What follows belongs to an exercise in optimizing a design on an open flow for small area, a short achievable clock period and few clock cycles; a production flow would make more cautious choices.
The RTL of this run was laid out without a check of its function.
Power is estimated from default activity; no workload was simulated.

**flow/config.mk**
```make
export PLATFORM = sky130hd
export DESIGN_NAME = mips_mem_stage
export DESIGN_NICKNAME = mips_mem_stage
export VERILOG_FILES = /design/flow/design.v
export SDC_FILE = /design/flow/constraint.sdc
export NUM_CORES = 4
export LEC_CHECK = 0
export CAP_MARGIN = 20
export CORE_MARGIN = 2
export CORE_UTILIZATION = 40
export SETUP_SLACK_MARGIN = 3.0
export SLEW_MARGIN = 20
export SYNTH_HIERARCHICAL = 1
export SYNTH_MINIMUM_KEEP_SIZE = 0
```
**flow/constraint.sdc**
```tcl
create_clock -name core_clock -period 5.5 [get_ports {clk}]
set_input_delay 1.1000 -clock core_clock [delete_from_list [all_inputs] [get_ports {clk}]]
set_output_delay 1.1000 -clock core_clock [all_outputs]
set_load 0.01 [all_outputs]
```
**flow/design.v**
```verilog
module mips_mem_stage (
  input  logic             clk,
  input  logic             rst_n,
  input  logic             req_valid,
  output logic             req_ready,
  input  logic [5:0]       opcode,
  input  logic [31:0]      addr,
  input  logic [31:0]      wdata,
  output logic             resp_valid,
  output logic [31:0]      rdata,
  output logic             addr_err,
  output logic             link_valid,
  output logic [31:0]      link_addr
);
  localparam logic [5:0] OP_SB  = 6'h28;
  localparam logic [5:0] OP_SH  = 6'h29;
  localparam logic [5:0] OP_SW  = 6'h2b;
  localparam logic [5:0] OP_LW  = 6'h23;
  localparam logic [5:0] OP_LBU = 6'h24;
  localparam logic [5:0] OP_LHU = 6'h25;
  localparam logic [5:0] OP_LL  = 6'h30;
  logic [31:0] mem [64];
  logic        is_sb, is_sh, is_sw, is_lw, is_lbu, is_lhu, is_ll;
  logic        mis_h, mis_w;
  logic        st_ok, ld_w, ld_h, ld_b, ll_ok, err;
  logic [3:0]  lane_we;      
  logic [31:0] lane_data;
  logic [3:0]  sel_b0;       
  logic [1:0]  sel_b1;       
  logic        sel_hi;       
  always_comb begin
    is_sb  = (opcode == OP_SB);
    is_sh  = (opcode == OP_SH);
    is_sw  = (opcode == OP_SW);
    is_lw  = (opcode == OP_LW);
    is_lbu = (opcode == OP_LBU);
    is_lhu = (opcode == OP_LHU);
    is_ll  = (opcode == OP_LL);
    mis_h  = addr[0];
    mis_w  = (addr[1:0] != 2'b00);
    st_ok = is_sb || (is_sh && !mis_h) || (is_sw && !mis_w);
    ld_w  = (is_lw || is_ll) && !mis_w;
    ld_h  = is_lhu && !mis_h;
    ld_b  = is_lbu;
    ll_ok = is_ll && !mis_w;
    err   = ((is_sh || is_lhu) && mis_h) || ((is_sw || is_lw || is_ll) && mis_w);
    lane_we = 4'b0000;
    if (is_sw) lane_we = 4'b1111;
    else if (is_sh) lane_we = addr[1] ? 4'b1100 : 4'b0011;
    else if (is_sb) lane_we = 4'b0001 << addr[1:0];
    if (is_sb)      lane_data = {4{wdata[7:0]}};
    else if (is_sh) lane_data = {2{wdata[15:0]}};
    else            lane_data = wdata;
    sel_hi = ld_w;
    sel_b1 = {ld_w || (ld_h && addr[1]), ld_h && !addr[1]};
    sel_b0 = {ld_w || (ld_h && addr[1]) || (ld_b && addr[1:0] == 2'd3),
              ld_b && addr[1:0] == 2'd2,
              (ld_h && !addr[1]) || (ld_b && addr[1:0] == 2'd1),
              ld_b && addr[1:0] == 2'd0};
  end
  always_ff @(posedge clk) begin
    if (req_valid && st_ok) begin
      for (int l = 0; l < 4; l++)
        if (lane_we[l]) mem[addr[7:2]][31-8*l -: 8] <= lane_data[31-8*l -: 8];
    end
  end
  logic        v1;
  logic        err1, ll1, st1, hi1;
  logic [1:0]  b1_1;
  logic [3:0]  b0_1;
  logic [31:2] a1;
  always_ff @(posedge clk or negedge rst_n) begin
    if (!rst_n) v1 <= 1'b0;
    else        v1 <= req_valid;
  end
  always_ff @(posedge clk) begin
    begin
      err1 <= err;
      ll1  <= ll_ok;
      st1  <= st_ok;
      hi1  <= sel_hi;
      b1_1 <= sel_b1;
      b0_1 <= sel_b0;
      a1   <= addr[31:2];
    end
  end
  logic [31:0] rd;
  logic [63:0] wsel;
  logic [31:0] word;
  logic [7:0]  dhi, dlo;
  always_comb begin
    for (int i = 0; i < 8; i++) begin
      dhi[i] = (a1[7:5] == i[2:0]);
      dlo[i] = (a1[4:2] == i[2:0]);
    end
    for (int w = 0; w < 64; w++) wsel[w] = dhi[w / 8] && dlo[w % 8];
  end
  for (genvar b = 0; b < 32; b++) begin : g_rd
    logic [21:0] g;     
    logic [5:0]  p;     
    logic [1:0]  q;
    for (genvar k = 0; k < 21; k++) begin : g_grp
      mm_aoi222 u_g (.a0(mem[3*k][b]), .s0(wsel[3*k]), .a1(mem[3*k+1][b]), .s1(wsel[3*k+1]),
                     .a2(mem[3*k+2][b]), .s2(wsel[3*k+2]), .y(g[k]));
    end
    mm_aoi21s u_g21 (.a0(mem[63][b]), .s0(wsel[63]), .y(g[21]));
    for (genvar k = 0; k < 5; k++) begin : g_n4
      mm_nand4 u_n (.a(g[4*k]), .b(g[4*k+1]), .c(g[4*k+2]), .d(g[4*k+3]), .y(p[k]));
    end
    mm_nand2 u_n5 (.a(g[20]), .b(g[21]), .y(p[5]));
    mm_nor4 u_q0 (.a(p[0]), .b(p[1]), .c(p[2]), .d(p[3]), .y(q[0]));
    mm_nor2 u_q1 (.a(p[4]), .b(p[5]), .y(q[1]));
    mm_nand2 u_w (.a(q[0]), .b(q[1]), .y(word[b]));
  end
  always_comb begin
    rd[31:16] = hi1 ? word[31:16] : 16'h0;
    rd[15:8]  = ({8{b1_1[1]}} & word[15:8]) | ({8{b1_1[0]}} & word[31:24]);
    rd[7:0]   = ({8{b0_1[3]}} & word[7:0])   | ({8{b0_1[2]}} & word[15:8]) |
                ({8{b0_1[1]}} & word[23:16]) | ({8{b0_1[0]}} & word[31:24]);
  end
  logic        resp_q, err_q, lv_q;
  logic [31:0] rdata_q;
  logic [31:2] la_q;
  always_ff @(posedge clk or negedge rst_n) begin
    if (!rst_n) begin
      resp_q <= 1'b0;
      lv_q   <= 1'b0;
      la_q   <= '0;
    end else begin
      resp_q <= v1;
      if (v1) begin
        if (ll1) begin
          lv_q <= 1'b1;
          la_q <= a1;
        end else if (st1 && a1[7:2] == la_q[7:2]) begin
          lv_q <= 1'b0;
        end
      end
    end
  end
  always_ff @(posedge clk) begin
    rdata_q <= rd;
    err_q   <= err1;
  end
  assign req_ready  = 1'b1;
  assign resp_valid = resp_q;
  assign rdata      = rdata_q;
  assign addr_err   = err_q;
  assign link_valid = lv_q;
  assign link_addr  = {la_q, 2'b00};
endmodule
module mm_aoi222 (input logic a0, s0, a1, s1, a2, s2, output logic y);
  assign y = !((a0 && s0) || (a1 && s1) || (a2 && s2));
endmodule
module mm_aoi21s (input logic a0, s0, output logic y);
  assign y = !(a0 && s0);
endmodule
module mm_nand4 (input logic a, b, c, d, output logic y);
  assign y = !(a && b && c && d);
endmodule
module mm_nand2 (input logic a, b, output logic y);
  assign y = !(a && b);
endmodule
module mm_nor4 (input logic a, b, c, d, output logic y);
  assign y = !(a || b || c || d);
endmodule
module mm_nor2 (input logic a, b, output logic y);
  assign y = !(a || b);
endmodule
```
**flow/run.sh**
```bash
#!/bin/bash
# synth_recipe.tcl (not shown) runs the flow's synth.tcl, then flattens the netlist and writes it again
# the make line also repeats each setting of config.mk as NAME=value (left out here)
make -C /OpenROAD-flow-scripts/flow DESIGN_CONFIG=/design/flow/config.mk WORK_HOME=/design/flow/orfs CLKGATE_MAP_FILE= SYNTH_SCRIPT=/design/flow/synth_recipe.tcl finish
```
==> flow_summary.ini <==
[synthesis]
synth_cell_types = 50
synth_edf_count = 2048
avgSynthCellArea_um2 = 19.9
yosysWarnings = 7
synth_seq_area_share_pct = 84.0
syn_inst = 3815
synth_ff_type = edfxtp_1
ys_seq_elements = 2154
synth_area_um2 = 75900
async_flop_share_pct = 1.53

[global_routing]
antenna_found_initial = 11
grt_max_degree = 65
overflow = 0
grt_pass1_wl_um = 339000
track_usage_pct = 25.1
grt_pass1_vias = 43100

[power_and_ir_drop]
intPower_mw = 26.3
pwr_density_cell_nw_per_um2 = 359
leakage_nw = 28.9
pwr-share-clk_pct = 42.4
switching_share_pct = 21.7
p_comb_share_pct = 3.9
seq_power_share_pct = 53.7
peakVddDrop_v = 0.000282
p_sw_mw = 7.28
finalPower_mw = 33.6

[critical_path]
path_depth = 13
ff2ff_path_depth = 13
cp-end-kind = flip-flop
timing.rr.start = a1[2]$_DFF_P_
path_buf_inv = 5
critPathLaunch = a1[2]$_DFF_P_
critical-path-top-cell-by-count = buf_12
max_stage_delay_ns = 0.61
arrival_ns = 4.20
required_ns = 6.23
cp-start-kind = flip-flop
slowest_stage = nand4_1
crit_family = simple AND/OR/NAND/NOR gates
crit_fanout = 7
crit_chain = buf_6 -> nand3b_1 -> buf_12 -> buf_12 -> buf_4 -> buf_8 -> nor2_4 -> a222oi_1 -> nand4_1 -> nor4_4 -> nand2_2 -> a22oi_2 -> nand2_1
criticalPathCategory = reg -> reg

[clock_network]
cts_inserted_buffers = 207
worst_skew_pair.late_latency_ns = 0.90
clk_pin_slew_ns = 0.07
cts_tree = done
hold_buffers = 0
htree_levels = 4
cts-root-buf = clkbuf_16
clockBufferDepth = 3
cts_num_sinks = 2154

[finish]
synthToLayoutAreaGrowth_pct = 23.1
instances_no_fill = 7082
drive_gt1_share_pct = 28.0
fillCellCount = 15100
final_cell_mix = edfxtp_1, a222oi_1, nor2_4
nNetsFinal = 4480
mostFrequentLayoutCell = edfxtp_1

[min_path]
min_from = err1$_DFF_P_
hold_class = reg -> reg
min_path_cells = 0

[die]
start_util_pct = 40.4
die_area_um2 = 193000
placementRows = 159
die_w_um = 440
fp.coreArea_um2 = 188000
die_y_um = 440
io-pin-count = 141

[timing]
slew-limit-headroom_pct = 22.6
totalNegativeSetupSlack_ns = 0
period_minus_slack_ns = 3.48
drv_slew = 0
holdWs_ns = 0.324
finalCritPeriodShare_pct = 63.2
hold_viol_final = 0
fmaxAchievable_ghz = 0.288
clock_skew_ns = 0.0529
finalSetupViolations = 0
tightest_slew_ns = 1.16
rsz0062_at_grt = yes

[routing]
drt_iter0_drc = 9450
num_vias = 45600
drtPass1Iterations = 14
wl_um = 250000
post_drt_wl_per_cell_um = 35.3
drc_errors = 0
via_per_inst = 6.44
postRouteAntennaNets = 0

[run_status]
status = timing/DRC/antenna clean

[place]
io_buffers = 137
gp_congestion = 0.968
hpwlAfterDp_um = 155000
dp_cells = 6497

[flow_run]
drv_cap = 0
Yosys cell counts (all sizes together) (2+ instances only):
| master | count | area [um2] |
|---|---|---|
| a22o | 8 | 70.1 |
| o21bai | 2 | 15.0 |
| xor2 | 3 | 26.3 |
| clkbuf | 36 | 135 |
| nand3 | 7 | 35.0 |
| mux2i | 8 | 80.1 |
| nor3 | 9 | 45.0 |
| inv | 3 | 11.3 |
| or3 | 2 | 12.5 |
| xnor2 | 4 | 35.0 |
| edfxtp | 2048 | 61500 |
| dfrtp | 33 | 826 |
| nand4 | 160 | 1000 |
| nor2b | 2 | 12.5 |
| buf | 30 | 265 |
| nand2b | 4 | 25.0 |
| a22oi | 16 | 120 |
| mux2 | 47 | 529 |
| dfxtp | 73 | 1460 |
| and2 | 18 | 113 |
| or3b | 6 | 55.1 |
| nor4 | 34 | 413 |
| nand3b | 7 | 52.6 |
| a21oi | 10 | 50.1 |
| a222oi | 672 | 6730 |
| nor2 | 377 | 1500 |
| conb | 2 | 7.51 |
| nand2 | 181 | 687 |
final timing paths:
check	endpoint	slack, ns
max in group asynchronous	la_q[3]$_DFFE_PN0P_	4.50
min reg2reg	err_q$_DFF_P_	0.32
max reg2reg	rdata_q[3]$_DFF_P_	2.02
max	rdata_q[3]$_DFF_P_	2.02
min	err_q$_DFF_P_	0.32
min in group asynchronous	la_q[16]$_DFFE_PN0P_	0.36
routing by layer:
metal / vias to the layer above / track usage, % / routed length [um]
met5: - / 0 / 34
met2: 3229 / 39.7 / 117000
met3: 542 / 6.28 / 29600
met1: 23600 / 32.3 / 89700
li1: 18300 / - / -
met4: 4 / 12.4 / 13300
power groups by stage:
stage | logic, mW | registers, mW | clock network, mW
after floorplan | 0.409 | 18.4 | 0
after global placement | 1.10 | 18.4 | 0
after detailed placement | 1.11 | 18.4 | 0
after CTS | 1.25 | 18.0 | 14.3
after global routing | 1.34 | 18.0 | 15.0
final | 1.32 | 18.0 | 14.2
per-module statistics from Yosys (local to each module, per instance):
module          copies in the design  cells
mips_mem_stage                     1   2823
mm_nor4                           32      1
mm_aoi222                        672      1
mm_nand4                         160      1
mm_aoi21s                         32      1
mm_nand2                          64      1
mm_nor2                           32      1
cell families after synthesis:
family | after synthesis | synth area share, %
other cells | 2 | 0.00989
buf+inv | 69 | 0.542
flops | 2154 | 84.0
compound gates | 717 | 9.32
mux | 55 | 0.802
xor+xnor | 7 | 0.0807
simple gates | 811 | 5.25
flip-flops by register name, summed over array words and instances, names as in the netlist, 2 cells and up:
name     flops
la_q        30
b1_1         2
rdata_q     32
a1          30
b0_1         4
mem       2048
stage by stage:
| stage | util (%) | area [um2] | worst slack [ns] |
|---|---|---|---|
| final | 49.7 | 93500 | 2.02 |
| after global routing | 49.7 | 93500 | 2.04 |
| after CTS | 49.1 | 92500 | 2.07 |
| after detailed placement | 43.8 | 82400 | 1.04 |
| after global placement | 43.8 | 82400 | 1.08 |
| after floorplan | - | 77400 | 2.70 |
worst register-to-register path, delay by kind of cell, from the launching register on:
kind                   cells  cell delay (ns)
flip-flops                 1             0.38
AND/OR/NAND/NOR            6             1.58
buffers and inverters      5             0.60
AO/OA/AOI/OAI              2             0.80
layout make-up:
cell class | instances | area (um2) | share of cell area (%)
diodes | 2 | 5.00 | 0.00535
clock buffers | 251 | 5400 | 5.77
clock inverters | 136 | 1450 | 1.55
inverters | 3 | 17.5 | 0.0187
multi-input cells | 1616 | 15000 | 16.0
flip-flops and latches | 2154 | 63900 | 68.3
well taps | 2495 | 3120 | 3.34
repair buffers | 425 | 4640 | 4.96
what timing repair did:
action	in CTS	in global routing
pin swaps	117	105
resized for setup	874	115
gates cloned	22	12
endpoints found under the setup margin	3430	1197
buffers inserted	124	38

## what the ideal ports hide
The flow's constraints put no driver on any port. The routed layout listed below was extracted and timed again, unchanged, in two steps.
Step 1: set_driving_cell puts a clkbuf_16 on clk and a buf_2 on each other input, an assumption about the parent block.
Step 2 also shifts input and output timing later by t, the mid clock arrival at the registers, as if the neighbouring blocks saw the same clock.
a / b / c = ideal ports / drivers / drivers and shift; a / b = the first two.
t (ns): 0.949
slack for setup (ns): 2.025 / 2.025 / 1.906
clock arrival spread, ns: 0.069 / 0.069
cell pins on the clock port's net: 1
After both steps this run still meets setup and hold. The setup slack of this run moves by 0.000 ns with the drivers and by -0.119 ns with both steps.
